From an optimization exercise on the open Yosys and OpenROAD flow, aimed at small area, a short achievable clock period and few clock cycles; shortcuts taken in it are not production practice. Function was not checked in any run shown here: the RTL went through the layout flow alone. Power figures rest on the tool's default switching activity, not on a simulated workload.

==> design.v <==
package cled_pkg;
  localparam int MaxLen = 16;
  localparam int LenW = $clog2(MaxLen + 1);
  localparam int IdxW = (MaxLen > 1) ? $clog2(MaxLen) : 1;
  typedef enum logic [1:0] {
    OP_APPEND_A = 2'd0,
    OP_APPEND_B = 2'd1,
    OP_RUN      = 2'd2,
    OP_NONE     = 2'd3
  } op_t;
  typedef enum logic [1:0] {
    TAG_EQUAL  = 2'd0,
    TAG_DELETE = 2'd1,
    TAG_INSERT = 2'd2,
    TAG_WHOLE  = 2'd3
  } tag_t;
endpackage
module cled_ram #(
  parameter int Width = 8,
  parameter int Depth = 32
) (
  input  logic                     clk,
  input  logic                     we,
  input  logic [$clog2(Depth)-1:0] waddr,
  input  logic [Width-1:0]         wdata,
  input  logic [$clog2(Depth)-1:0] raddr,
  output logic [Width-1:0]         rdata
);
  logic [Width-1:0] mem [Depth];
  always_ff @(posedge clk) begin
    if (we) begin
      mem[waddr] <= wdata;
    end
    rdata <= mem[raddr];
  end
endmodule
module char_lcs_edit_script_unit (
  input  logic       clk,
  input  logic       rst,
  input  logic       start,
  output logic       busy,
  input  logic [1:0] op,
  input  logic [7:0] ch,
  output logic       strobe,
  output logic [1:0] tag,
  output logic [7:0] ch_res,
  output logic       last,
  output logic       overflow
);
  localparam int ML = cled_pkg::MaxLen;
  typedef enum logic [2:0] {
    S_IDLE,
    S_REF0,
    S_REF,
    S_TRACE,
    S_EMIT,
    S_FINAL
  } st_t;
  st_t state;
  logic        busy_r, strobe_r, last_r, dropped, tab_ok, pb_v, all_d, cur_k, at_m;
  logic        tw_v, tw_rec, d_r;
  logic [1:0]  tag_r;
  logic [7:0]  chres_r;
  logic [4:0]  len_a, len_b, ba, ta, ei;
  logic [3:0]  wslot, tw_slot;
  logic [15:0] prev_v, mt_r;
  logic [16:0] mask, cur_mask;
  logic [7:0]  mem_a [ML];
  logic [7:0]  mem_b [ML];
  logic [15:0] tab [ML];
  logic acc, acc_a, acc_b, acc_run, app_a, app_b;
  assign acc = start & ~busy_r & ~rst;
  assign acc_a = acc & (op == cled_pkg::OP_APPEND_A);
  assign acc_b = acc & (op == cled_pkg::OP_APPEND_B);
  assign acc_run = acc & (op == cled_pkg::OP_RUN);
  assign app_a = acc_a & ~len_a[4];
  assign app_b = acc_b & ~len_b[4];
  logic [7:0]  cmp_ch, rd_b;
  logic [15:0] mt;
  always_comb begin
    rd_b = mem_b[ba[3:0]];
    cmp_ch = (state == S_IDLE) ? ch : rd_b;
    for (int k = 0; k < ML; k++) mt[k] = (mem_a[k] == cmp_ch);
  end
  logic [15:0] vnew, hc;
  logic [15:0] gg [5];
  logic [15:0] pp [5];
  always_comb begin
    gg[0] = mt_r & ~prev_v;
    pp[0] = ~prev_v;
    for (int l = 0; l < 4; l++) begin
      for (int k = 0; k < ML; k++) begin
        if (k >= (1 << l)) begin
          gg[l+1][k] = gg[l][k] | (pp[l][k] & gg[l][k-(1<<l)]);
          pp[l+1][k] = pp[l][k] & pp[l][k-(1<<l)];
        end else begin
          gg[l+1][k] = gg[l][k];
          pp[l+1][k] = pp[l][k];
        end
      end
    end
    hc = gg[4];
    vnew[0] = mt_r[0] | prev_v[0];
    for (int k = 1; k < ML; k++) vnew[k] = ~hc[k-1] & (mt_r[k] | prev_v[k]);
  end
  logic [16:0] mrow, sq, tt, newmask;
  logic        d;
  always_comb begin
    mrow = {mt_r, 1'b0};
    sq = {mt_r | prev_v, 1'b1} & mask;
    tt = sq;
    tt = tt | (tt >> 1);
    tt = tt | (tt >> 2);
    tt = tt | (tt >> 4);
    tt = tt | (tt >> 8);
    tt = tt | (tt >> 16);
    d = |(sq & mrow & ~(tt >> 1));
    newmask = (tt >> 1) | (sq & ~mrow);
  end
  logic [16:0] moh;
  logic [4:0]  mbin;
  always_comb begin
    moh = mask & ~(mask >> 1);
    for (int b = 0; b < 5; b++) begin
      mbin[b] = 1'b0;
      for (int k = 0; k < 17; k++) if (((k >> b) & 1) == 1) mbin[b] = mbin[b] | moh[k];
    end
  end
  logic       f_del, f_eq, f_ident, f_last;
  logic [1:0] f_tag;
  logic [7:0] f_ch;
  always_comb begin
    f_del = newmask[1];
    f_eq = ~tt[2] & sq[1] & mrow[1];
    f_ident = all_d & f_eq & (len_a == len_b);
    f_last = ~f_del && (len_b == 5'd1) && (f_eq ? (len_a == 5'd1) : (len_a == '0));
    f_ch = (f_del | f_eq) ? mem_a[0] : mem_b[0];
    f_tag = f_del ? cled_pkg::TAG_DELETE : (f_eq ? cled_pkg::TAG_EQUAL : cled_pkg::TAG_INSERT);
  end
  logic [4:0]  ei1, ni;
  logic        del, eqs, step, lastn, ident;
  logic [1:0]  etag;
  logic [7:0]  ech;
  logic [15:0] rec;
  logic [16:0] rec_mask;
  logic [15:0] cm_hi;
  always_comb begin
    rec = tab[ta[3:0]];
    for (int k = 0; k < 17; k++) rec_mask[k] = (5'(k) <= rec[4:0]);
    ei1 = ei + 5'd1;
    cm_hi = cur_mask[16:1];
    del = at_m ? (ei < len_a) : (cm_hi[ei[3:0]] & ~ei[4]);
    eqs = ~del & cur_k;
    step = ~del;
    ni = (del | eqs) ? ei1 : ei;
    lastn = ((del | eqs) ? (ei1 == len_a) : (ei == len_a)) && (step ? (ta == len_b) : at_m);
    ech = (del | eqs) ? mem_a[ei[3:0]] : rd_b;
    etag = del ? cled_pkg::TAG_DELETE : (eqs ? cled_pkg::TAG_EQUAL : cled_pkg::TAG_INSERT);
    ident = all_d & ~mask[1] & (len_a == len_b);
  end
  always_ff @(posedge clk) begin
    if (rst) begin
      state <= S_IDLE;
      busy_r <= 1'b0;
      strobe_r <= 1'b0;
      len_a <= '0;
      len_b <= '0;
      dropped <= 1'b0;
      tab_ok <= 1'b1;
      pb_v <= 1'b0;
    end else begin
      pb_v <= app_b;
      if (app_a) begin
        len_a <= len_a + 5'd1;
        if (len_b != '0) tab_ok <= 1'b0;
      end
      if (app_b) len_b <= len_b + 5'd1;
      if ((acc_a & len_a[4]) | (acc_b & len_b[4])) dropped <= 1'b1;
      case (state)
        S_IDLE:
          if (acc_run) begin
            busy_r <= 1'b1;
            if (len_b == '0) state <= S_EMIT;
            else if (tab_ok) state <= S_TRACE;
            else state <= S_REF0;
          end
        S_REF0: state <= S_REF;
        S_REF: if ({1'b0, wslot} == len_b - 5'd1) state <= S_TRACE;
        S_TRACE:
          if (wslot == 4'd0) begin
            strobe_r <= 1'b1;
            state <= (f_ident || f_last) ? S_FINAL : S_EMIT;
          end
        S_EMIT: begin
          strobe_r <= 1'b1;
          if (ident || lastn) state <= S_FINAL;
        end
        S_FINAL: begin
          strobe_r <= 1'b0;
          busy_r <= 1'b0;
          state <= S_IDLE;
          len_a <= '0;
          len_b <= '0;
          dropped <= 1'b0;
          tab_ok <= 1'b1;
        end
        default: state <= S_IDLE;
      endcase
    end
  end
  always_ff @(posedge clk) begin
    if (tw_v) tab[tw_slot] <= tw_rec ? {10'd0, d_r, mbin} : prev_v;
    tw_v <= pb_v | (state == S_REF) | (state == S_TRACE);
    tw_slot <= wslot;
    tw_rec <= (state == S_TRACE);
  end
  always_ff @(posedge clk) begin
    if (!len_a[4]) mem_a[len_a[3:0]] <= ch;
    if (!len_b[4]) mem_b[len_b[3:0]] <= ch;
    if (state == S_IDLE && len_b == '0) prev_v <= '0;
    else if (pb_v) prev_v <= vnew;
    case (state)
      S_IDLE: begin
        if (app_b) begin
          mt_r <= mt;
          wslot <= len_b[3:0];
        end
        for (int k = 0; k < 17; k++) mask[k] <= (5'(k) <= len_a);
        all_d <= 1'b1;
        ei <= '0;
        if (tab_ok && len_b != '0) begin
          ba <= len_b - 5'd2;
          ta <= len_b - 5'd2;
        end else begin
          ba <= '0;
          ta <= 5'd1;
        end
        at_m <= (len_b == '0);
      end
      S_REF0: begin
        prev_v <= '0;
        mt_r <= mt;
        ba <= ba + 5'd1;
        wslot <= '0;
      end
      S_REF: begin
        prev_v <= vnew;
        if ({1'b0, wslot} == len_b - 5'd1) begin
          ba <= {1'b0, wslot} - 5'd1;
          ta <= {1'b0, wslot} - 5'd1;
        end else begin
          mt_r <= mt;
          ba <= ba + 5'd1;
          wslot <= wslot + 4'd1;
        end
      end
      S_TRACE: begin
        prev_v <= rec;
        mt_r <= mt;
        wslot <= wslot - 4'd1;
        mask <= newmask;
        d_r <= d;
        all_d <= all_d & d;
        if (wslot == 4'd0) begin
          ei <= (f_del | f_eq) ? 5'd1 : 5'd0;
          if (f_del) begin
            ba <= '0;
            ta <= 5'd1;
            cur_mask <= newmask;
            cur_k <= d;
            at_m <= 1'b0;
          end else begin
            ba <= 5'd1;
            ta <= 5'd2;
            cur_mask <= mask;
            cur_k <= d_r;
            at_m <= (len_b == 5'd1);
          end
          if (f_ident) begin
            tag_r <= cled_pkg::TAG_WHOLE;
            chres_r <= '0;
            last_r <= 1'b1;
          end else begin
            tag_r <= f_tag;
            chres_r <= f_ch;
            last_r <= f_last;
          end
        end else begin
          ba <= ba - 5'd1;
          ta <= ta - 5'd1;
        end
      end
      S_EMIT: begin
        ei <= ni;
        if (step) begin
          ba <= ta;
          ta <= ta + 5'd1;
          cur_mask <= rec_mask;
          cur_k <= rec[5];
          at_m <= (ta == len_b);
        end
        if (ident) begin
          tag_r <= cled_pkg::TAG_WHOLE;
          chres_r <= '0;
          last_r <= 1'b1;
        end else begin
          tag_r <= etag;
          chres_r <= ech;
          last_r <= lastn;
        end
      end
      default: ;
    endcase
  end
  assign busy = busy_r;
  assign strobe = strobe_r;
  assign tag = tag_r;
  assign ch_res = chres_r;
  assign last = last_r;
  assign overflow = dropped;
endmodule
==> run.sh <==
#!/bin/bash
# synth_recipe.tcl (not shown) runs the flow's synth.tcl, then flattens the netlist and writes it again
# the make line also repeats each setting of config.mk as NAME=value (left out here)
make -C /OpenROAD-flow-scripts/flow DESIGN_CONFIG=/design/flow/config.mk WORK_HOME=/design/flow/orfs CLKGATE_MAP_FILE= SYNTH_SCRIPT=/design/flow/synth_recipe.tcl finish
==> config.mk <==
export PLATFORM = sky130hd
export DESIGN_NAME = char_lcs_edit_script_unit
export DESIGN_NICKNAME = char_lcs_edit_script_unit
export VERILOG_FILES = /design/flow/design.v
export SDC_FILE = /design/flow/constraint.sdc
export NUM_CORES = 4
export LEC_CHECK = 0
export CAP_MARGIN = 20
export CORE_MARGIN = 2
export CORE_UTILIZATION = 40
export CTS_BUF_LIST = sky130_fd_sc_hd__clkbuf_4 sky130_fd_sc_hd__clkbuf_8
export CTS_CLUSTER_SIZE = 30
export SETUP_SLACK_MARGIN = 4.8
export SLEW_MARGIN = 20
export TNS_END_PERCENT = 10
==> constraint.sdc <==
create_clock -name core_clock -period 7.5 [get_ports {clk}]
set_input_delay 1.5000 -clock core_clock [delete_from_list [all_inputs] [get_ports {clk}]]
set_output_delay 1.5000 -clock core_clock [all_outputs]
set_load 0.01 [all_outputs]
==> results of run 1 <==
==> kinds of logic after synthesis <==
kind of cell,after synthesis,share of synthesized area
DFF,645,0.6500
and+or+nand+nor,393,0.06709
xor gates and xnor gates,170,0.05091
muxes,208,0.1429
adders and majority gates,28,0.01224
AOI/OAI and AO/OA,252,0.05695
buffers and inverters,139,0.01994
==> layout make-up <==
type	instances	area (sq um)	area share
timing repair buffer	147	1553	0.04566
clock inverter	51	304.0	0.008941
sequential	645	19050	0.5602
antenna	1	2.502	0.00007359
multi-input combinational	1051	10000	0.2941
tap	959	1200	0.03529
clock buffer	138	1712	0.05034
inverter	42	183.9	0.005409
==> sequential cells by signal (all words and copies together), names as in the netlist, 2 cells and up, named ones only <==
| signal | count |
|---|---|
| mt_r | 16 |
| chres_r | 8 |
| state | 3 |
| tab | 256 |
| mem_b | 128 |
| wslot | 4 |
| mem_a | 128 |
| ei | 5 |
| tag_r | 2 |
| prev_v | 16 |
| cur_mask | 16 |
| tw_slot | 4 |
| ba | 4 |
| len_a | 5 |
| len_b | 5 |
| mask | 16 |
| ta | 5 |
==> placed cells by master (no fill, tap or decap), types with 16 or more instances in the layout <==
master	Yosys	routed
sky130_fd_sc_hd__a21oi_1	44	42
sky130_fd_sc_hd__buf_12	0	17
sky130_fd_sc_hd__buf_4	8	87
sky130_fd_sc_hd__clkbuf_4	0	30
sky130_fd_sc_hd__clkbuf_8	0	108
sky130_fd_sc_hd__clkinv_1	0	26
sky130_fd_sc_hd__clkinv_2	0	19
sky130_fd_sc_hd__dfxtp_1	36	21
sky130_fd_sc_hd__edfxtp_1	609	609
sky130_fd_sc_hd__ha_1	27	25
sky130_fd_sc_hd__inv_1	33	30
sky130_fd_sc_hd__mux2i_1	26	25
sky130_fd_sc_hd__mux4_2	160	160
sky130_fd_sc_hd__nand2_1	89	85
sky130_fd_sc_hd__nand3_1	22	21
sky130_fd_sc_hd__nand4_1	40	40
sky130_fd_sc_hd__nor2_1	115	97
sky130_fd_sc_hd__nor3_1	25	17
sky130_fd_sc_hd__o21ai_0	38	38
sky130_fd_sc_hd__o21ai_1	45	41
sky130_fd_sc_hd__o22ai_1	16	16
sky130_fd_sc_hd__xnor2_1	32	32
sky130_fd_sc_hd__xor2_1	138	131
==> per-stage QoR <==
stage            util  cells  hold WS (ns)  cell area (sq um)
2_1_floorplan       -   1835        0.3711              29280
3_3_place_gp   0.4223   2764        0.4719              30700
3_5_place_dp   0.4223   2764        0.4629              30710
4_1_cts        0.4614   3002        0.4720              33550
5_1_grt        0.4677   3034        0.5120              34000
6_report       0.4677   3034        0.4682              34000
==> power by group <==
group | internal, mW | switching [mW]
logic | 0.551 | 0.696
registers | 4.05 | 0.103
clock network | 1.56 | 1.40
total | 6.16 | 2.19
==> worst max-delay path: cells and delay by family, from the launching register on <==
kind | cells | cell delay (ns)
multiplexers | 3 | 1.28
AND/OR/NAND/NOR | 2 | 0.43
XOR/XNOR | 1 | 0.14
flip-flops | 1 | 0.41
buffers and inverters | 4 | 0.52
==> final timing paths <==
path              slack, ns                  start  cells past startpoint               endpoint
hold / removal         0.47  strobe_r$_SDFFE_PP0P_                      2  strobe_r$_SDFFE_PP0P_
setup / recovery       4.51                   flop                     10      mt_r[6]$_DFFE_PP_
hold reg to reg        0.47  strobe_r$_SDFFE_PP0P_                      2  strobe_r$_SDFFE_PP0P_
setup reg to reg       4.51                   flop                     10      mt_r[6]$_DFFE_PP_
==> what timing repair did <==
item                                    CTS  global route
pin swaps                                18            14
endpoints found under the setup margin  199           160
gates resized for setup                  75            48
hold endpoints to repair                  0             0
gates cloned                              5             0
buffers inserted                         44            31
==> metal layers <==
layer / up-vias / part of all wire
met5: - / 0
met4: 0 / 0.025
met3: 145 / 0.068
met2: 702 / 0.49
met1: 8837 / 0.42
li1: 7563 / -
==> notes.md, run 1 <==
# TYPE chip_impl_metric gauge
chip_impl_metric{name="cp.required",unit="ns"} 8.02
chip_impl_metric{name="area_delta_synth_final",unit="%"} 16.28
chip_impl_metric{name="globalRouteMet3Util",unit=""} 0.03669
chip_impl_metric{name="worstPathMaxFanout",unit=""} 8
chip_impl_metric{name="layout.filler_cells",unit=""} 6243
chip_impl_metric{name="clkSlewWorstSetupHoldPaths",unit="ns"} 0.06
chip_impl_metric{name="maxClockFrequency",unit="MHz"} 334.9
chip_impl_metric{name="initial_core_util",unit=""} 0.4022
chip_impl_metric{name="ios",unit=""} 27
chip_impl_metric{name="netlist_area",unit="sq um"} 29240
chip_impl_info{name="grt_setup_unrepaired",value="true"} 1
chip_impl_info{name="status",value="complete, no violations"} 1
chip_impl_metric{name="fin_crit_sh",unit=""} 0.3981
chip_impl_metric{name="synth_edf_count",unit=""} 609
chip_impl_metric{name="floorplan_core_area",unit="sq um"} 72710
chip_impl_metric{name="drv.max_cap_violation_count",unit=""} 0
chip_impl_metric{name="antenna_found_initial",unit=""} 1
chip_impl_metric{name="wl",unit="mm"} 74.13
chip_impl_metric{name="tightestPinTransition",unit="ns"} 1.078
chip_impl_metric{name="synthArstFlopShare",unit=""} 0
chip_impl_metric{name="drtIter0Drc",unit=""} 1585
chip_impl_info{name="cell_accounting_for_the_most_synthesized_area",value="sky130_fd_sc_hd__edfxtp_1"} 1
chip_impl_info{name="critical_path.cell_chain",value="buf_6 > buf_12 > mux4_2 > mux4_2 > mux2i_4 > buf_6 > buf_16 > xor2_1 > nand4_1 > nor2_2"} 1
chip_impl_metric{name="worst_clock_skew",unit="ns"} 0.04781
chip_impl_metric{name="routedWlPerCell",unit="um"} 24.43
chip_impl_metric{name="detailedPlace.worstSlack",unit="ns"} 3.440
chip_impl_metric{name="grt_first_pass_wirelength",unit="mm"} 111.8
chip_impl_metric{name="cts.sink_count",unit=""} 645
chip_impl_metric{name="post-route-drc-count",unit=""} 0
chip_impl_metric{name="drt_pre_antenna_iters",unit=""} 5
chip_impl_metric{name="max-clock-path-buffers",unit=""} 3
chip_impl_metric{name="netlist_instances",unit=""} 1835
chip_impl_metric{name="power_density",unit="nW/um^2"} 245.7
chip_impl_metric{name="grt.met1_usage",unit=""} 0.2697
chip_impl_metric{name="dr_total_vias",unit=""} 17250
chip_impl_info{name="busiest_layer",value="met2"} 1
chip_impl_metric{name="vdd_ir_drop_max",unit="mV"} 0.1929
chip_impl_metric{name="route.antenna.remaining_nets",unit=""} 0
chip_impl_info{name="worstSetupEndpointType",value="flop"} 1
chip_impl_metric{name="synth_top_area_frac",unit=""} 0.6253
chip_impl_metric{name="placementRows",unit=""} 99
chip_impl_metric{name="slew_violations",unit=""} 0
chip_impl_metric{name="slew_limit_headroom",unit=""} 0.2788
chip_impl_metric{name="total_grt_overflow",unit=""} 0
chip_impl_metric{name="avgSynthCellArea",unit="sq um"} 15.94
chip_impl_metric{name="cpPeakStageDelay",unit="ns"} 0.55
chip_impl_metric{name="synth_seq_cells",unit=""} 645
chip_impl_metric{name="die_height",unit="um"} 274.4
chip_impl_metric{name="htreeDepth",unit=""} 3
chip_impl_metric{name="nNetsFinal",unit=""} 2030
chip_impl_metric{name="synth-warning-count",unit=""} 3
chip_impl_metric{name="cts-hold-fix-buffers",unit=""} 0
chip_impl_metric{name="power.total",unit="mW"} 8.356
chip_impl_metric{name="final_hold_viol_count",unit=""} 0
chip_impl_info{name="synth.most_common_cell",value="sky130_fd_sc_hd__edfxtp_1"} 1
chip_impl_metric{name="buffer_ports.inserted",unit=""} 26
chip_impl_metric{name="finalWorstPathRequiredPeriod",unit="ns"} 2.986
chip_impl_metric{name="leakagePower",unit="nW"} 11.31
chip_impl_info{name="clock_tree_from_tritoncts",value="built"} 1
chip_impl_metric{name="unique_masters_post_synth",unit=""} 78
chip_impl_info{name="cp_slowest_cell",value="sky130_fd_sc_hd__mux4_2"} 1
chip_impl_metric{name="design.die.area",unit="sq um"} 75290
chip_impl_info{name="synthTopCellsByArea",value="sky130_fd_sc_hd__edfxtp_1, sky130_fd_sc_hd__mux4_2, sky130_fd_sc_hd__xor2_1"} 1
chip_impl_metric{name="numCtsBuffers",unit=""} 102
chip_impl_metric{name="worst-endpoint-arrival",unit="ns"} 3.51
chip_impl_metric{name="setup_viol",unit=""} 0
chip_impl_info{name="tightest_hold_check_type",value="flop to flop"} 1
chip_impl_info{name="criticalPathCategory",value="flop to flop"} 1
chip_impl_metric{name="grt_use_met2",unit=""} 0.3291
chip_impl_metric{name="gp_congestion",unit=""} 0.9010
chip_impl_metric{name="hpwlAfterDp",unit="mm"} 46.95
chip_impl_metric{name="clkLatencyLatePin",unit="ns"} 0.71
chip_impl_metric{name="setup_ws",unit="ns"} 4.514
chip_impl_info{name="synth-main-ff-cell",value="sky130_fd_sc_hd__edfxtp_1"} 1
chip_impl_metric{name="width_of_the_die",unit="um"} 274.4
chip_impl_metric{name="grt_max_degree",unit=""} 65
chip_impl_metric{name="total_global_routing_track_utilization",unit=""} 0.1994
chip_impl_metric{name="layout-drive-gt1-share",unit=""} 0.2743
chip_impl_metric{name="synth_nets",unit=""} 1876
chip_impl_metric{name="setup_total_negative_slack",unit="ns"} 0
chip_impl_info{name="start_kind",value="flop"} 1
chip_impl_metric{name="number_of_global_route_vias_before_repair",unit=""} 17720
chip_impl_metric{name="detail_route.vias_per_cell",unit=""} 5.685
chip_impl_info{name="commonest_cells_post_synth",value="sky130_fd_sc_hd__edfxtp_1, sky130_fd_sc_hd__mux4_2, sky130_fd_sc_hd__xor2_1, sky130_fd_sc_hd__nor2_1, sky130_fd_sc_hd__nand2_1"} 1
chip_impl_info{name="cts-root-buf",value="sky130_fd_sc_hd__clkbuf_8"} 1
chip_impl_metric{name="synth.yosys.seq_area_share",unit=""} 0.6500
==> inputs of run 2 (changes only) <==
--- a/config.mk
+++ b/config.mk
@@ -8,8 +8,6 @@
 export CAP_MARGIN = 20
 export CORE_MARGIN = 2
 export CORE_UTILIZATION = 40
-export CTS_BUF_LIST = sky130_fd_sc_hd__clkbuf_4 sky130_fd_sc_hd__clkbuf_8
-export CTS_CLUSTER_SIZE = 30
-export SETUP_SLACK_MARGIN = 4.8
+export SETUP_SLACK_MARGIN = 5
 export SLEW_MARGIN = 20
-export TNS_END_PERCENT = 10
+export TNS_END_PERCENT = 5
==> notes.md, run 2 <==
# TYPE chip_impl_metric gauge
chip_impl_info{name="status",value="complete, no violations"} 1
chip_impl_metric{name="slew_violations",unit=""} 0
chip_impl_metric{name="largest_register_ffs",unit=""} 256
chip_impl_metric{name="met2WireLength",unit="mm"} 36.45
chip_impl_metric{name="drt_pre_antenna_iters",unit=""} 5
chip_impl_metric{name="leakagePower",unit="nW"} 11.44
chip_impl_info{name="critical_path.cell_chain",value="buf_12 > buf_16 > mux4_2 > mux4_2 > mux2i_4 > buf_12 > buf_4 > xor2_1 > nand4_1 > nor2_1"} 1
chip_impl_metric{name="max-clock-path-buffers",unit=""} 3
chip_impl_info{name="worst_path_dominant_cell_family",value="multiplexers"} 1
chip_impl_metric{name="routedWlPerCell",unit="um"} 25.01
chip_impl_info{name="grt_setup_unrepaired",value="true"} 1
chip_impl_info{name="min_from",value="strobe_r$_SDFFE_PP0P_"} 1
chip_impl_metric{name="nNetsFinal",unit=""} 2021
chip_impl_metric{name="fin_crit_sh",unit=""} 0.3891
chip_impl_metric{name="design_area",unit="sq um"} 34410
chip_impl_metric{name="worst_clock_skew",unit="ns"} 0.02598
chip_impl_metric{name="synth_edf_count",unit=""} 609
chip_impl_metric{name="setup_viol",unit=""} 0
chip_impl_metric{name="cts-hold-fix-buffers",unit=""} 0
chip_impl_metric{name="area_delta_synth_final",unit="%"} 17.67
chip_impl_info{name="cp_slowest_cell",value="sky130_fd_sc_hd__mux4_2"} 1
chip_impl_info{name="cell_accounting_for_the_most_synthesized_area",value="sky130_fd_sc_hd__edfxtp_1"} 1
chip_impl_metric{name="route.layer.met1.wl",unit="mm"} 31.89
chip_impl_metric{name="power_density",unit="nW/um^2"} 251.2
chip_impl_metric{name="layout-drive-gt1-share",unit=""} 0.2650
chip_impl_metric{name="grt_first_pass_wirelength",unit="mm"} 111.6
chip_impl_metric{name="total_global_routing_track_utilization",unit=""} 0.1992
chip_impl_metric{name="vdd_ir_drop_max",unit="mV"} 0.1726
chip_impl_info{name="clock_tree_from_tritoncts",value="built"} 1
chip_impl_metric{name="netlist_area",unit="sq um"} 29240
chip_impl_metric{name="synth_top_area_frac",unit=""} 0.6253
chip_impl_info{name="leading_cell_type_in_the_layout_fill_and_taps_excluded",value="sky130_fd_sc_hd__edfxtp_1"} 1
chip_impl_metric{name="floorplan_core_area",unit="sq um"} 72710
chip_impl_metric{name="numCtsBuffers",unit=""} 66
chip_impl_metric{name="unique_masters_post_synth",unit=""} 78
chip_impl_metric{name="initial_core_util",unit=""} 0.4022
chip_impl_metric{name="finalWorstPathRequiredPeriod",unit="ns"} 2.918
chip_impl_metric{name="ios",unit=""} 27
chip_impl_metric{name="crit_buf_inv",unit=""} 4
chip_impl_metric{name="route.antenna.remaining_nets",unit=""} 0
chip_impl_metric{name="drv.max_cap_violation_count",unit=""} 0
chip_impl_metric{name="final_hold_viol_count",unit=""} 0
chip_impl_metric{name="cts.sink_count",unit=""} 645
chip_impl_metric{name="synth_nets",unit=""} 1876
chip_impl_metric{name="tightestPinTransition",unit="ns"} 1.100
chip_impl_metric{name="detail_route.vias_per_cell",unit=""} 5.789
chip_impl_metric{name="die_height",unit="um"} 274.4
chip_impl_metric{name="synth_seq_cells",unit=""} 645
chip_impl_info{name="criticalPathCategory",value="flop to flop"} 1
chip_impl_metric{name="setup_total_negative_slack",unit="ns"} 0
chip_impl_metric{name="layout.filler_cells",unit=""} 6180
chip_impl_metric{name="cp.required",unit="ns"} 7.95
chip_impl_info{name="synthTopCellsByArea",value="sky130_fd_sc_hd__edfxtp_1, sky130_fd_sc_hd__mux4_2, sky130_fd_sc_hd__xor2_1"} 1
chip_impl_info{name="final_cell_mix",value="sky130_fd_sc_hd__edfxtp_1, sky130_fd_sc_hd__mux4_2, sky130_fd_sc_hd__xor2_1"} 1
chip_impl_metric{name="worst-endpoint-arrival",unit="ns"} 3.37
chip_impl_metric{name="wl",unit="mm"} 74.57
chip_impl_metric{name="width_of_the_die",unit="um"} 274.4
chip_impl_metric{name="design.die.area",unit="sq um"} 75290
chip_impl_metric{name="number_of_global_route_vias_before_repair",unit=""} 17390
chip_impl_metric{name="dr_total_vias",unit=""} 17260
chip_impl_metric{name="netlist_instances",unit=""} 1835
chip_impl_info{name="most_flops_register",value="tab"} 1
chip_impl_metric{name="antenna_found_initial",unit=""} 0
chip_impl_metric{name="post-route-drc-count",unit=""} 0
chip_impl_metric{name="placementRows",unit=""} 99
chip_impl_metric{name="power.total",unit="mW"} 8.645
chip_impl_info{name="worstSetupEndpointType",value="flop"} 1
chip_impl_info{name="cts-root-buf",value="sky130_fd_sc_hd__clkbuf_16"} 1
chip_impl_metric{name="worstPathMaxFanout",unit=""} 7
chip_impl_info{name="commonest_cells_post_synth",value="sky130_fd_sc_hd__edfxtp_1, sky130_fd_sc_hd__mux4_2, sky130_fd_sc_hd__xor2_1, sky130_fd_sc_hd__nor2_1, sky130_fd_sc_hd__nand2_1"} 1
chip_impl_metric{name="diodes",unit=""} 0
chip_impl_metric{name="hpwlAfterDp",unit="mm"} 46.95
chip_impl_metric{name="synth-warning-count",unit=""} 3
chip_impl_metric{name="drtIter0Drc",unit=""} 1745
chip_impl_info{name="synth.most_common_cell",value="sky130_fd_sc_hd__edfxtp_1"} 1
chip_impl_metric{name="synthArstFlopShare",unit=""} 0
chip_impl_metric{name="clkLatencyLatePin",unit="ns"} 0.61
chip_impl_metric{name="maxClockFrequency",unit="MHz"} 342.7
chip_impl_metric{name="placedInstanceArea",unit="sq um"} 30710
chip_impl_metric{name="cpPeakStageDelay",unit="ns"} 0.53
chip_impl_metric{name="buffer_ports.inserted",unit=""} 26
chip_impl_metric{name="gp_congestion",unit=""} 0.9010
chip_impl_info{name="synth-main-ff-cell",value="sky130_fd_sc_hd__edfxtp_1"} 1
chip_impl_info{name="tightest_hold_check_type",value="flop to flop"} 1
chip_impl_metric{name="total_grt_overflow",unit=""} 0
chip_impl_metric{name="detailroute.wirelength.met3",unit="mm"} 4.193
chip_impl_metric{name="synth.yosys.seq_area_share",unit=""} 0.6500
chip_impl_metric{name="slew_limit_headroom",unit=""} 0.2641
chip_impl_metric{name="htreeDepth",unit=""} 3
chip_impl_info{name="start_kind",value="flop"} 1
chip_impl_metric{name="grt_max_degree",unit=""} 65
chip_impl_metric{name="clkSlewWorstSetupHoldPaths",unit="ns"} 0.06
chip_impl_info{name="route.top_layer_used",value="met4"} 1
chip_impl_metric{name="avgSynthCellArea",unit="sq um"} 15.94
==> run 2: routing by layer <==
layer / up-vias / GRT usage
li1: 7521 / -
met1: 8982 / 0.2741
met2: 617 / 0.3272
met3: 144 / 0.03196
met4: 0 / 0.05835
met5: - / 0
==> run 2: area by class of cell <==
type,count,area [sq um],share of cell area
clock inverters,29,281.5,0.008181
repair buffers,174,1833,0.05327
multi-input cells,1051,10100,0.2936
inverters,42,186.4,0.005417
well taps,959,1200,0.03487
clock buffers,82,1754,0.05097
flip-flops and latches,645,19050,0.5537
==> run 2: kinds of logic after synthesis <==
group,Yosys count,share of synthesized area
fa+ha+maj,28,0.01224
flops,645,0.6500
buf+inv,139,0.01994
xor+xnor,170,0.05091
simple gates,393,0.06709
compound gates,252,0.05695
mux,208,0.1429
==> run 2: tightest hold or removal path, cell delays in order, from the launching register on <==
cell,delay [ns]
sky130_fd_sc_hd__dfxtp_1,0.32
sky130_fd_sc_hd__nor2_1,0.05
sky130_fd_sc_hd__nor2_1,0.07
==> run 2: path summary, 6_finish.rpt <==
kind | depth (start not counted) | slack [ns] | to
hold reg to reg | 2 | 0.47 | strobe_r$_SDFFE_PP0P_
hold / removal | 2 | 0.47 | strobe_r$_SDFFE_PP0P_
setup reg to reg | 10 | 4.58 | mt_r[11]$_DFFE_PP_
setup / recovery | 10 | 4.58 | mt_r[11]$_DFFE_PP_
==> run 2: report_power, final <==
| part | leakage [nW] | switching, mW | internal (mW) |
|---|---|---|---|
| registers | 6.01 | 0.103 | 4.05 |
| logic | 4.43 | 0.715 | 0.594 |
| clock network | 1.00 | 1.35 | 1.83 |
| total | 11.4 | 2.17 | 6.47 |
==> run 2: stage by stage <==
| stage | setup WS, ns | instances | hold slack [ns] | utilization |
|---|---|---|---|---|
| 2_1_floorplan | 4.449 | 1835 | 0.3711 | - |
| 3_3_place_gp | 3.521 | 2764 | 0.4719 | 0.4223 |
| 3_5_place_dp | 3.440 | 2764 | 0.4629 | 0.4223 |
| 4_1_cts | 4.640 | 2938 | 0.4726 | 0.4635 |
| 5_1_grt | 4.524 | 2982 | 0.5123 | 0.4733 |
| 6_report | 4.582 | 2982 | 0.4693 | 0.4733 |
==> run 2: timing repair <==
item,in CTS,in global routing
pin swaps,18,16
cloned,5,2
buffers inserted,58,42
gates resized for setup,83,82
endpoints found under the setup margin,225,207
==> inputs of run 3 (changes only) <==
==> flow/run.sh (new file) <==
#!/bin/bash
# the standard layout, with the port buffers taken from the plain buffer family
# (buf_4) instead of the delay cells buffer_ports picks by default; every input and
# output still gets its own buffer
set -o pipefail
cp standard.sh standard_sh_copy.txt
export BUFFER_PORTS_ARGS="-buffer_cell sky130_fd_sc_hd__buf_4"
bash standard.sh > standard_flow.log 2>&1
==> standard.sh (new file) <==
#!/bin/bash
# synth_recipe.tcl (not shown) runs the flow's synth.tcl, then flattens the netlist and writes it again
# the make line also repeats each setting of config.mk as NAME=value (left out here)
make -C /OpenROAD-flow-scripts/flow DESIGN_CONFIG=/design/flow/config.mk WORK_HOME=/design/flow/orfs CLKGATE_MAP_FILE= SYNTH_SCRIPT=/design/flow/synth_recipe.tcl "${@:-finish}"
removed: run.sh
==> notes.md, run 3 <==
# TYPE chip_impl_metric gauge
chip_impl_metric{name="initial_core_util",unit=""} 0.4022
chip_impl_metric{name="setup_total_negative_slack",unit="ns"} 0
chip_impl_metric{name="synth_top_area_frac",unit=""} 0.6253
chip_impl_metric{name="htreeDepth",unit=""} 3
chip_impl_info{name="status",value="complete, no violations"} 1
chip_impl_metric{name="maxClockFrequency",unit="MHz"} 351.6
chip_impl_info{name="synth.most_common_cell",value="sky130_fd_sc_hd__edfxtp_1"} 1
chip_impl_info{name="min_from",value="strobe_r$_SDFFE_PP0P_"} 1
chip_impl_metric{name="worst_clock_skew",unit="ns"} 0.01932
chip_impl_info{name="most_flops_register",value="tab"} 1
chip_impl_metric{name="synth-warning-count",unit=""} 3
chip_impl_metric{name="number_of_global_route_vias_before_repair",unit=""} 17370
chip_impl_metric{name="placed_cells_incl_taps",unit=""} 2762
chip_impl_metric{name="synth_edf_count",unit=""} 609
chip_impl_info{name="tightest_hold_check_type",value="flop to flop"} 1
chip_impl_metric{name="tightestPinTransition",unit="ns"} 1.108
chip_impl_metric{name="drtIter0Drc",unit=""} 1760
chip_impl_metric{name="numCtsBuffers",unit=""} 69
chip_impl_info{name="cts-root-buf",value="sky130_fd_sc_hd__clkbuf_16"} 1
chip_impl_info{name="criticalPathCategory",value="flop to flop"} 1
chip_impl_info{name="synth-main-ff-cell",value="sky130_fd_sc_hd__edfxtp_1"} 1
chip_impl_metric{name="width_of_the_die",unit="um"} 274.4
chip_impl_metric{name="die_height",unit="um"} 274.4
chip_impl_metric{name="synth.yosys.seq_area_share",unit=""} 0.6500
chip_impl_info{name="cell_accounting_for_the_most_synthesized_area",value="sky130_fd_sc_hd__edfxtp_1"} 1
chip_impl_metric{name="routedWlPerCell",unit="um"} 25.37
chip_impl_metric{name="vdd_ir_drop_max",unit="mV"} 0.2036
chip_impl_metric{name="avgSynthCellArea",unit="sq um"} 15.94
chip_impl_metric{name="cts.sink_count",unit=""} 645
chip_impl_metric{name="worstPathMaxFanout",unit=""} 9
chip_impl_metric{name="sw_frac_of_total",unit=""} 0.2598
chip_impl_metric{name="area_delta_synth_final",unit="%"} 17.09
chip_impl_info{name="leading_cell_type_in_the_layout_fill_and_taps_excluded",value="sky130_fd_sc_hd__edfxtp_1"} 1
chip_impl_metric{name="max-clock-path-buffers",unit=""} 3
chip_impl_info{name="grt_setup_unrepaired",value="true"} 1
chip_impl_metric{name="clkLatencyLatePin",unit="ns"} 0.62
chip_impl_metric{name="final_hold_viol_count",unit=""} 0
chip_impl_metric{name="synthArstFlopShare",unit=""} 0
chip_impl_metric{name="total_grt_overflow",unit=""} 0
chip_impl_metric{name="net-switching-power",unit="mW"} 2.273
chip_impl_info{name="commonest_cells_post_synth",value="sky130_fd_sc_hd__edfxtp_1, sky130_fd_sc_hd__mux4_2, sky130_fd_sc_hd__xor2_1, sky130_fd_sc_hd__nor2_1, sky130_fd_sc_hd__nand2_1"} 1
chip_impl_metric{name="grt_max_degree",unit=""} 65
chip_impl_metric{name="cpPeakStageDelay",unit="ns"} 0.57
chip_impl_metric{name="drv.max_cap_violation_count",unit=""} 0
chip_impl_metric{name="netlist_instances",unit=""} 1835
chip_impl_info{name="critical_path.cell_chain",value="buf_16 > mux4_2 > mux4_2 > mux2i_4 > buf_12 > buf_12 > xor2_1 > nand2_1 > nor4_2"} 1
chip_impl_metric{name="diodes",unit=""} 0
chip_impl_metric{name="floorplan_core_area",unit="sq um"} 72710
chip_impl_metric{name="detail_route.vias_per_cell",unit=""} 5.769
chip_impl_metric{name="post-route-drc-count",unit=""} 0
chip_impl_metric{name="dr_total_vias",unit=""} 17280
chip_impl_metric{name="unique_masters_post_synth",unit=""} 78
chip_impl_metric{name="synth_nets",unit=""} 1876
chip_impl_metric{name="layout-drive-gt1-share",unit=""} 0.2701
chip_impl_metric{name="antenna_found_initial",unit=""} 0
chip_impl_metric{name="worst-endpoint-arrival",unit="ns"} 3.29
chip_impl_metric{name="leakagePower",unit="nW"} 11.37
chip_impl_metric{name="ios",unit=""} 27
chip_impl_metric{name="clockPowerShare",unit=""} 0.381
chip_impl_metric{name="p_int",unit="mW"} 6.474
chip_impl_metric{name="hpwlAfterDp",unit="mm"} 47.65
chip_impl_metric{name="cts-hold-fix-buffers",unit=""} 0
chip_impl_metric{name="fin_crit_sh",unit=""} 0.3792
chip_impl_metric{name="largest_register_ffs",unit=""} 256
chip_impl_metric{name="cp.required",unit="ns"} 7.95
chip_impl_metric{name="gp_congestion",unit=""} 0.8922
chip_impl_info{name="clock_tree_from_tritoncts",value="built"} 1
chip_impl_metric{name="grt_first_pass_wirelength",unit="mm"} 113.1
chip_impl_metric{name="seqPwrFrac",unit=""} 0.474
chip_impl_metric{name="placementRows",unit=""} 99
chip_impl_info{name="final_cell_mix",value="sky130_fd_sc_hd__edfxtp_1, sky130_fd_sc_hd__mux4_2, sky130_fd_sc_hd__buf_4"} 1
chip_impl_metric{name="design.die.area",unit="sq um"} 75290
chip_impl_info{name="synthTopCellsByArea",value="sky130_fd_sc_hd__edfxtp_1, sky130_fd_sc_hd__mux4_2, sky130_fd_sc_hd__xor2_1"} 1
chip_impl_metric{name="netlist_area",unit="sq um"} 29240
chip_impl_info{name="cp_slowest_cell",value="sky130_fd_sc_hd__mux4_2"} 1
chip_impl_metric{name="wl",unit="mm"} 75.99
chip_impl_info{name="start_kind",value="flop"} 1
chip_impl_metric{name="drt_pre_antenna_iters",unit=""} 5
chip_impl_metric{name="instances_no_fill",unit=""} 2995
chip_impl_metric{name="clkSlewWorstSetupHoldPaths",unit="ns"} 0.06
chip_impl_metric{name="finalWorstPathRequiredPeriod",unit="ns"} 2.844
chip_impl_metric{name="total_global_routing_track_utilization",unit=""} 0.2029
chip_impl_metric{name="power_density",unit="nW/um^2"} 255.4
chip_impl_metric{name="setup_viol",unit=""} 0
chip_impl_metric{name="synth_seq_cells",unit=""} 645
chip_impl_metric{name="route.antenna.remaining_nets",unit=""} 0
chip_impl_metric{name="slew_limit_headroom",unit=""} 0.2585
chip_impl_metric{name="buffer_ports.inserted",unit=""} 26
chip_impl_info{name="worstSetupEndpointType",value="flop"} 1
chip_impl_metric{name="comb_power_share",unit=""} 0.144
chip_impl_metric{name="nNetsFinal",unit=""} 2021
chip_impl_metric{name="post-route-util",unit=""} 0.4709
chip_impl_metric{name="slew_violations",unit=""} 0
-- run 3: cell type report --
cell class	count	area, sq um
Fill cell	6179	38470
Sequential cell	645	19060
Multi-Input combinational cell	1051	10020
Clock buffer	90	1805
Timing Repair Buffer	171	1578
Tap cell	959	1200
Clock inverter	37	397.9
Inverter	42	187.7
-- run 3: cells by family (layout without fill, tap and decap cells) --
logic type | Yosys count | count (layout) | share of synthesized area
simple gates | 393 | 393 | 0.06709
compound gates | 252 | 252 | 0.05695
fa+ha+maj | 28 | 28 | 0.01224
flops | 645 | 645 | 0.6500
xor+xnor | 170 | 170 | 0.05091
mux | 208 | 208 | 0.1429
buf+inv | 139 | 340 | 0.01994
-- run 3: worst max-delay path, delay by kind of cell (launching register included) --
kind,cells,cell delay (ns)
buf+inv,3,0.44
mux,3,1.26
xor+xnor,1,0.15
flops,1,0.42
simple gates,2,0.37
-- run 3: routing by layer --
metal  GRT usage  vias up  share of wire
met5           0        -              0
met2      0.3347      619           0.49
met4     0.05778        0          0.024
met3     0.03109      128          0.057
li1            -     7538              -
met1      0.2798     8994           0.43
-- run 3: final timing paths --
| path | endpoint | slack, ns | cells past startpoint |
|---|---|---|---|
| max | mt_r[7]$_DFFE_PP_ | 4.66 | 9 |
| min | strobe_r$_SDFFE_PP0P_ | 0.48 | 2 |
| max reg2reg | mt_r[7]$_DFFE_PP_ | 4.66 | 9 |
| min reg2reg | strobe_r$_SDFFE_PP0P_ | 0.48 | 2 |
-- run 3: through the flow --
| step | hold WS [ns] | setup slack, ns | power (mW) | cell area, sq um |
|---|---|---|---|---|
| finish | 0.4823 | 4.656 | 8.746 | 34240 |
| global route | 0.5437 | 4.590 | 9.027 | 34240 |
| CTS | 0.4861 | 4.687 | 8.754 | 33670 |
| detailed placement | 0.4713 | 3.744 | 5.320 | 30650 |
| global placement | 0.4692 | 3.629 | 5.300 | 30590 |
| floorplan | 0.3711 | 4.449 | 4.951 | 29280 |
-- run 3: timing repair --
action	4_1_cts	5_1_grt
resized for setup	54	45
pin swaps	11	11
gates cloned	2	0
buffers inserted	56	48
endpoints found under the setup margin	207	203
-- run 3: power groups by stage --
stage	Combinational (mW)	Clock (mW)	Sequential (mW)
2_1_floorplan	0.787	0	4.16
3_3_place_gp	1.06	0	4.24
3_5_place_dp	1.08	0	4.24
4_1_cts	1.22	3.39	4.15
5_1_grt	1.35	3.52	4.15
6_report	1.26	3.34	4.15
==> inputs of run 4 (changes only) <==
--- a/config.mk
+++ b/config.mk
@@ -8,6 +8,6 @@
 export CAP_MARGIN = 20
 export CORE_MARGIN = 2
 export CORE_UTILIZATION = 40
-export SETUP_SLACK_MARGIN = 5
+export SETUP_SLACK_MARGIN = 4.8
 export SLEW_MARGIN = 20
-export TNS_END_PERCENT = 5
+export TNS_END_PERCENT = 10
==> notes.md, run 4 <==
# TYPE chip_impl_metric gauge
chip_impl_metric{name="setup_total_negative_slack",unit="ns"} 0
chip_impl_metric{name="netlist_instances",unit=""} 1835
chip_impl_metric{name="synth_edf_count",unit=""} 609
chip_impl_metric{name="number_of_global_route_vias_before_repair",unit=""} 17250
chip_impl_metric{name="placed_cells_incl_taps",unit=""} 2762
chip_impl_metric{name="worst-endpoint-arrival",unit="ns"} 3.30
chip_impl_metric{name="worst_clock_skew",unit="ns"} 0.01932
chip_impl_info{name="synth-main-ff-cell",value="sky130_fd_sc_hd__edfxtp_1"} 1
chip_impl_info{name="critical_path.cell_chain",value="clkbuf_16 > mux4_2 > mux4_2 > mux2i_4 > buf_12 > buf_12 > xor2_1 > nand2_1 > nor4_2"} 1
chip_impl_metric{name="buffer_ports.inserted",unit=""} 26
chip_impl_metric{name="clkLatencyLatePin",unit="ns"} 0.62
chip_impl_metric{name="design_area",unit="sq um"} 33850
chip_impl_metric{name="setup_ws",unit="ns"} 4.652
chip_impl_metric{name="synth_seq_cells",unit=""} 645
chip_impl_metric{name="total_global_routing_track_utilization",unit=""} 0.2006
chip_impl_metric{name="wl",unit="mm"} 75.19
chip_impl_metric{name="setup_viol",unit=""} 0
chip_impl_metric{name="worst_hold_slack",unit="ns"} 0.4759
chip_impl_metric{name="slew_limit_headroom",unit=""} 0.2351
chip_impl_metric{name="drt_pre_antenna_iters",unit=""} 5
chip_impl_metric{name="clkSlewWorstSetupHoldPaths",unit="ns"} 0.06
chip_impl_metric{name="leakagePower",unit="nW"} 11.14
chip_impl_info{name="worstSetupEndpointType",value="flop"} 1
chip_impl_metric{name="power_density",unit="nW/um^2"} 256.8
chip_impl_info{name="tightest_hold_check_type",value="flop to flop"} 1
chip_impl_metric{name="synth-warning-count",unit=""} 3
chip_impl_metric{name="route.antenna.remaining_nets",unit=""} 0
chip_impl_info{name="synth_top_family_by_area",value="multiplexers"} 1
chip_impl_metric{name="routedWlPerCell",unit="um"} 25.43
chip_impl_info{name="most_flops_register",value="tab"} 1
chip_impl_metric{name="vdd_ir_drop_max",unit="mV"} 0.2060
chip_impl_metric{name="placedInstanceArea",unit="sq um"} 30650
chip_impl_metric{name="cp.required",unit="ns"} 7.95
chip_impl_metric{name="synth-xor-area-share",unit=""} 0.05091
chip_impl_metric{name="slew_violations",unit=""} 0
chip_impl_metric{name="drtIter0Drc",unit=""} 1637
chip_impl_info{name="final_cell_mix",value="sky130_fd_sc_hd__edfxtp_1, sky130_fd_sc_hd__mux4_2, sky130_fd_sc_hd__xor2_1"} 1
chip_impl_metric{name="nNetsFinal",unit=""} 1983
chip_impl_metric{name="area_delta_synth_final",unit="%"} 15.74
chip_impl_metric{name="floorplan_core_area",unit="sq um"} 72710
chip_impl_metric{name="final_hold_viol_count",unit=""} 0
chip_impl_metric{name="synthAdderAreaFrac",unit=""} 0.01224
chip_impl_info{name="grt_setup_unrepaired",value="true"} 1
chip_impl_metric{name="numCtsBuffers",unit=""} 69
chip_impl_metric{name="synth_simple_gate_area_frac",unit=""} 0.06709
chip_impl_metric{name="fin_crit_sh",unit=""} 0.3798
chip_impl_metric{name="detail_route.vias_per_cell",unit=""} 5.767
chip_impl_metric{name="dr_total_vias",unit=""} 17050
chip_impl_metric{name="htreeDepth",unit=""} 3
chip_impl_info{name="synthTopCellsByArea",value="sky130_fd_sc_hd__edfxtp_1, sky130_fd_sc_hd__mux4_2, sky130_fd_sc_hd__xor2_1"} 1
chip_impl_metric{name="finalWorstPathRequiredPeriod",unit="ns"} 2.848
chip_impl_info{name="leading_cell_type_in_the_layout_fill_and_taps_excluded",value="sky130_fd_sc_hd__edfxtp_1"} 1
chip_impl_metric{name="gp_congestion",unit=""} 0.8922
chip_impl_info{name="commonest_cells_post_synth",value="sky130_fd_sc_hd__edfxtp_1, sky130_fd_sc_hd__mux4_2, sky130_fd_sc_hd__xor2_1, sky130_fd_sc_hd__nor2_1, sky130_fd_sc_hd__nand2_1"} 1
chip_impl_info{name="cp_slowest_cell",value="sky130_fd_sc_hd__mux4_2"} 1
chip_impl_metric{name="unique_masters_post_synth",unit=""} 78
chip_impl_metric{name="ios",unit=""} 27
chip_impl_metric{name="layout.filler_cells",unit=""} 6214
chip_impl_metric{name="grt_first_pass_wirelength",unit="mm"} 111.9
chip_impl_metric{name="synthArstFlopShare",unit=""} 0
chip_impl_metric{name="initial_core_util",unit=""} 0.4022
chip_impl_metric{name="post-route-util",unit=""} 0.4655
chip_impl_metric{name="cts.sink_count",unit=""} 645
chip_impl_metric{name="largest_register_ffs",unit=""} 256
chip_impl_metric{name="worstPathMaxFanout",unit=""} 9
chip_impl_metric{name="max-clock-path-buffers",unit=""} 3
chip_impl_metric{name="drv.max_cap_violation_count",unit=""} 0
chip_impl_metric{name="grt_max_degree",unit=""} 65
chip_impl_metric{name="crit_buf_inv",unit=""} 3
chip_impl_metric{name="cpPeakStageDelay",unit="ns"} 0.55
chip_impl_metric{name="placementRows",unit=""} 99
chip_impl_metric{name="design.die.area",unit="sq um"} 75290
chip_impl_metric{name="netlist_area",unit="sq um"} 29240
chip_impl_metric{name="detailedPlace.worstSlack",unit="ns"} 3.744
chip_impl_info{name="cts-root-buf",value="sky130_fd_sc_hd__clkbuf_16"} 1
chip_impl_info{name="cell_accounting_for_the_most_synthesized_area",value="sky130_fd_sc_hd__edfxtp_1"} 1
chip_impl_info{name="synth.most_common_cell",value="sky130_fd_sc_hd__edfxtp_1"} 1
chip_impl_metric{name="tightestPinTransition",unit="ns"} 1.143
chip_impl_metric{name="power.total",unit="mW"} 8.692
chip_impl_metric{name="share_of_synthesized_area_spent_on_multiplexers",unit=""} 0.1429
chip_impl_info{name="status",value="complete, no violations"} 1
chip_impl_metric{name="total_grt_overflow",unit=""} 0
chip_impl_metric{name="layout-drive-gt1-share",unit=""} 0.2523
chip_impl_info{name="criticalPathCategory",value="flop to flop"} 1
chip_impl_metric{name="maxClockFrequency",unit="MHz"} 351.1
chip_impl_metric{name="synth_top_area_frac",unit=""} 0.6253
chip_impl_metric{name="hpwlAfterDp",unit="mm"} 47.65
chip_impl_metric{name="antenna_found_initial",unit=""} 0
chip_impl_metric{name="die_height",unit="um"} 274.4
chip_impl_metric{name="synthesized_area_fraction_occupied_by_ao_oa_aoi_and_oai_cells",unit=""} 0.05695
chip_impl_metric{name="synth.yosys.seq_area_share",unit=""} 0.6500
chip_impl_info{name="clock_tree_from_tritoncts",value="built"} 1
chip_impl_metric{name="synth_nets",unit=""} 1876
chip_impl_metric{name="diodes",unit=""} 0
chip_impl_metric{name="post-route-drc-count",unit=""} 0
chip_impl_info{name="worst_path_dominant_cell_family",value="multiplexers"} 1
chip_impl_metric{name="avgSynthCellArea",unit="sq um"} 15.94
chip_impl_metric{name="instances_no_fill",unit=""} 2957
chip_impl_info{name="start_kind",value="flop"} 1
chip_impl_metric{name="width_of_the_die",unit="um"} 274.4
run 4: cells by family after synthesis:
group           Yosys count
fa+ha+maj                28
compound gates          252
simple gates            393
buf+inv                 139
xor+xnor                170
flops                   645
mux                     208
run 4: area by class of cell:
type / count / area, sq um / area share
inverter: 42 / 170.2 / 0.005027
tap: 959 / 1200 / 0.03545
timing repair buffer: 133 / 1250 / 0.03693
clock inverter: 37 / 397.9 / 0.01175
sequential: 645 / 19050 / 0.5627
multi-input combinational: 1051 / 9978 / 0.2948
clock buffer: 90 / 1805 / 0.05334
run 4: what timing repair did:
item	4_1_cts	5_1_grt
gates resized for setup	24	48
pin swaps	5	20
hold buffers	0	0
buffers inserted	44	22
setup endpoints to repair	169	167
gates cloned	0	2
run 4: routing by layer:
layer | share of wire | GRT usage | vias up
met5 | 0 | 0 | -
met4 | 0.025 | 0.05764 | 0
met3 | 0.058 | 0.02925 | 132
met2 | 0.49 | 0.3303 | 591
met1 | 0.43 | 0.2778 | 8889
li1 | - | - | 7440
run 4: report_power, final:
part	internal [mW]	switching, mW
Combinational	0.524	0.688
Clock	1.87	1.46
Sequential	4.05	0.0990
Total	6.44	2.25
run 4: worst reg2reg max path, cell delays in order, from the launching register on:
cell	delay (ns)
sky130_fd_sc_hd__dfxtp_4	0.41
sky130_fd_sc_hd__clkbuf_16	0.20
sky130_fd_sc_hd__mux4_2	0.49
sky130_fd_sc_hd__mux4_2	0.55
sky130_fd_sc_hd__mux2i_4	0.20
sky130_fd_sc_hd__buf_12	0.16
sky130_fd_sc_hd__buf_12	0.13
sky130_fd_sc_hd__xor2_1	0.15
sky130_fd_sc_hd__nand2_1	0.12
sky130_fd_sc_hd__nor4_2	0.25
run 4: path summary, 6_finish.rpt:
check                         from               endpoint  slack (ns)  depth (start not counted)
max reg2reg                   flop      mt_r[7]$_DFFE_PP_        4.65                          9
min reg2reg  strobe_r$_SDFFE_PP0P_  strobe_r$_SDFFE_PP0P_        0.48                          2
max                           flop      mt_r[7]$_DFFE_PP_        4.65                          9
min          strobe_r$_SDFFE_PP0P_  strobe_r$_SDFFE_PP0P_        0.48                          2
==> inputs of run 5 (changes only) <==
--- a/config.mk
+++ b/config.mk
@@ -8,6 +8,8 @@
 export CAP_MARGIN = 20
 export CORE_MARGIN = 2
 export CORE_UTILIZATION = 40
+export CTS_CLUSTER_DIAMETER = 80
+export CTS_CLUSTER_SIZE = 24
 export SETUP_SLACK_MARGIN = 4.8
 export SLEW_MARGIN = 20
 export TNS_END_PERCENT = 10
==> notes.md, run 5 <==
# TYPE chip_impl_metric gauge
chip_impl_info{name="status",value="complete, no violations"} 1
chip_impl_metric{name="layout-drive-gt1-share",unit=""} 0.2506
chip_impl_metric{name="drv.max_cap_violation_count",unit=""} 0
chip_impl_info{name="leading_cell_type_in_the_layout_fill_and_taps_excluded",value="sky130_fd_sc_hd__edfxtp_1"} 1
chip_impl_info{name="criticalPathCategory",value="flop to flop"} 1
chip_impl_metric{name="worst-path-stages",unit=""} 10
chip_impl_metric{name="drt_pre_antenna_iters",unit=""} 5
chip_impl_metric{name="max-clock-path-buffers",unit=""} 3
chip_impl_metric{name="nNetsFinal",unit=""} 1977
chip_impl_metric{name="synth.yosys.seq_area_share",unit=""} 0.6500
chip_impl_metric{name="gp_congestion",unit=""} 0.8922
chip_impl_metric{name="hpwlAfterDp",unit="mm"} 47.65
chip_impl_metric{name="synth-warning-count",unit=""} 3
chip_impl_metric{name="unique_masters_post_synth",unit=""} 78
chip_impl_metric{name="numCtsBuffers",unit=""} 35
chip_impl_metric{name="final-seq-area",unit="sq um"} 19050
chip_impl_metric{name="initial_core_util",unit=""} 0.4022
chip_impl_metric{name="post-route-drc-count",unit=""} 0
chip_impl_metric{name="grt_max_degree",unit=""} 65
chip_impl_metric{name="worst-endpoint-arrival",unit="ns"} 3.35
chip_impl_metric{name="detail_route.vias_per_cell",unit=""} 5.786
chip_impl_metric{name="width_of_the_die",unit="um"} 274.4
chip_impl_metric{name="worst-r2r-cell-count",unit=""} 10
chip_impl_metric{name="antenna_found_initial",unit=""} 0
chip_impl_info{name="final_cell_mix",value="sky130_fd_sc_hd__edfxtp_1, sky130_fd_sc_hd__mux4_2, sky130_fd_sc_hd__buf_4"} 1
chip_impl_metric{name="sw_frac_of_total",unit=""} 0.2635
chip_impl_metric{name="clkLatencyLatePin",unit="ns"} 0.58
chip_impl_info{name="start_kind",value="flop"} 1
chip_impl_metric{name="design_area",unit="sq um"} 33000
chip_impl_metric{name="worst_hold_slack",unit="ns"} 0.4857
chip_impl_metric{name="total_grt_overflow",unit=""} 0
chip_impl_info{name="most_flops_register",value="tab"} 1
chip_impl_info{name="synth-main-ff-cell",value="sky130_fd_sc_hd__edfxtp_1"} 1
chip_impl_metric{name="diodes",unit=""} 0
chip_impl_metric{name="layout.filler_cells",unit=""} 6262
chip_impl_metric{name="largest_register_ffs",unit=""} 256
chip_impl_metric{name="avgSynthCellArea",unit="sq um"} 15.94
chip_impl_metric{name="synth_seq_cells",unit=""} 645
chip_impl_metric{name="hold_depth",unit=""} 2
chip_impl_info{name="cp_slowest_cell",value="sky130_fd_sc_hd__mux4_2"} 1
chip_impl_metric{name="design.die.area",unit="sq um"} 75290
chip_impl_metric{name="seqPwrFrac",unit=""} 0.554
chip_impl_metric{name="synth_top_area_frac",unit=""} 0.6253
chip_impl_metric{name="synthArstFlopShare",unit=""} 0
chip_impl_metric{name="setup_viol",unit=""} 0
chip_impl_metric{name="buffer_ports.inserted",unit=""} 26
chip_impl_metric{name="total_global_routing_track_utilization",unit=""} 0.1980
chip_impl_metric{name="fin_crit_sh",unit=""} 0.3896
chip_impl_info{name="worstSetupEndpointType",value="flop"} 1
chip_impl_info{name="critical_path.cell_chain",value="buf_12 > mux4_2 > mux4_2 > mux2i_4 > buf_12 > buf_6 > buf_4 > xor2_1 > nand4_1 > nor2_1"} 1
chip_impl_metric{name="routedWlPerCell",unit="um"} 25.48
chip_impl_metric{name="slew_limit_headroom",unit=""} 0.2351
chip_impl_metric{name="synth_edf_count",unit=""} 609
chip_impl_metric{name="comb_power_share",unit=""} 0.166
chip_impl_metric{name="slew_violations",unit=""} 0
chip_impl_metric{name="finalWorstPathRequiredPeriod",unit="ns"} 2.922
chip_impl_metric{name="route.antenna.remaining_nets",unit=""} 0
chip_impl_metric{name="worst_clock_skew",unit="ns"} 0.02601
chip_impl_metric{name="grt_first_pass_wirelength",unit="mm"} 110.9
chip_impl_metric{name="netlist_area",unit="sq um"} 29240
chip_impl_metric{name="drtIter0Drc",unit=""} 1694
chip_impl_metric{name="leakagePower",unit="nW"} 10.75
chip_impl_metric{name="placementRows",unit=""} 99
chip_impl_metric{name="worstPathMaxFanout",unit=""} 8
chip_impl_metric{name="cts-hold-fix-buffers",unit=""} 0
chip_impl_metric{name="clockPowerShare",unit=""} 0.280
chip_impl_metric{name="tightestPinTransition",unit="ns"} 1.143
chip_impl_metric{name="power_density",unit="nW/um^2"} 226.5
chip_impl_metric{name="htreeDepth",unit=""} 2
chip_impl_info{name="grt_setup_unrepaired",value="true"} 1
chip_impl_metric{name="net-switching-power",unit="mW"} 1.970
==> run 5: cell counts after synthesis <==
Identical to the previous run, type by type.
==> run 5: worst min-delay path, cell delays in order (launching register included) <==
cell                      delay [ns]
sky130_fd_sc_hd__dfxtp_1        0.34
sky130_fd_sc_hd__nor2_1         0.05
sky130_fd_sc_hd__nor2_1         0.07
==> run 5: cell families (layout without fill, tap and decap cells) <==
logic type                 count (synthesis)  after routing  synth area share
and+or+nand+nor                          393            393           0.06709
DFF                                      645            645            0.6500
AOI/OAI and AO/OA                        252            252           0.05695
muxes                                    208            208            0.1429
adders and majority gates                 28             28           0.01224
xor gates and xnor gates                 170            170           0.05091
buffers and inverters                    139            259           0.01994
==> run 5: timing repair <==
action | 4_1_cts | 5_1_grt
pin swaps | 19 | 16
gates resized for setup | 55 | 43
setup buffers | 68 | 26
gates cloned | 1 | 1
endpoints found under the setup margin | 171 | 150
==> run 5: layout make-up <==
| cell class | count | area share |
|---|---|---|
| Multi-Input combinational cell | 1051 | 0.3035 |
| Clock inverter | 11 | 0.002882 |
| Timing Repair Buffer | 161 | 0.04641 |
| Sequential cell | 645 | 0.5773 |
| Tap cell | 959 | 0.03636 |
| Clock buffer | 45 | 0.02832 |
| Inverter | 42 | 0.005232 |
==> run 5: per-stage QoR <==
stage | util | instances | setup slack [ns]
3_3_place_gp | 0.4207 | 2759 | 3.629
2_1_floorplan | - | 1835 | 4.449
3_5_place_dp | 0.4215 | 2762 | 3.744
6_report | 0.4539 | 2914 | 4.578
4_1_cts | 0.4477 | 2887 | 4.495
5_1_grt | 0.4539 | 2914 | 4.543
==> run 5: power groups by stage <==
stage	Clock (mW)	Sequential, mW	Combinational, mW
2_1_floorplan	0	4.16	0.787
3_3_place_gp	0	4.24	1.06
3_5_place_dp	0	4.24	1.08
4_1_cts	2.13	4.14	1.20
5_1_grt	2.25	4.15	1.34
6_report	2.09	4.14	1.24
==> run 5: path summary, 6_finish.rpt <==
| path | start | endpoint | slack, ns |
|---|---|---|---|
| max | flop | mt_r[0]$_DFFE_PP_ | 4.58 |
| min | strobe_r$_SDFFE_PP0P_ | strobe_r$_SDFFE_PP0P_ | 0.49 |
| max reg2reg | flop | mt_r[0]$_DFFE_PP_ | 4.58 |
| min reg2reg | strobe_r$_SDFFE_PP0P_ | strobe_r$_SDFFE_PP0P_ | 0.49 |
==> run 5: layer usage <==
metal / GRT usage / share of wire / wire length, um
met3: 0.02207 / 0.054 / 4021
met1: 0.2783 / 0.43 / 31990
met4: 0.04634 / 0.022 / 1615
met2: 0.3316 / 0.49 / 36630
met5: 0 / 0 / 0

## afterwards: timing with drivers on the ports
In the flow no input, the clock included, has a driving cell. The finished layouts below were timed again as built, in two steps. Step 1 sets driving cells, clkbuf_16 on the clock port and buf_2 on the other inputs (assumed; they add their load-dependent delay and slew). Step 2, shift: input delay + t, output delay - t, t = (earliest + latest rising clock arrival at the registers) / 2. This alone moves slack from input paths to output paths. a / b / c = ideal ports / drivers / drivers and shift; a / b = the first two.
run | shift t [ns] | setup slack, ns | clock arrival spread, ns | worst data-port slew with drivers (ns) | pins driven straight from the clock port
run 1 | 0.741 | 4.514 / 4.514 / 3.930 | 0.048 / 0.048 | 0.06 | 1
run 2 | 0.653 | 4.582 / 4.582 / 4.020 | 0.030 / 0.030 | 0.07 | 1
run 3 | 0.677 | 4.656 / 4.656 / 4.064 | 0.022 / 0.023 | 0.07 | 1
run 4 | 0.676 | 4.652 / 4.652 / 4.058 | 0.022 / 0.023 | 0.07 | 1
run 5 | 0.629 | 4.578 / 4.578 / 4.068 | 0.027 / 0.027 | 0.07 | 1
After both steps every run listed still meets setup and hold. For run 4, which loses most, drivers alone change the setup slack by 0.000 ns; drivers and shift together by -0.594 ns.
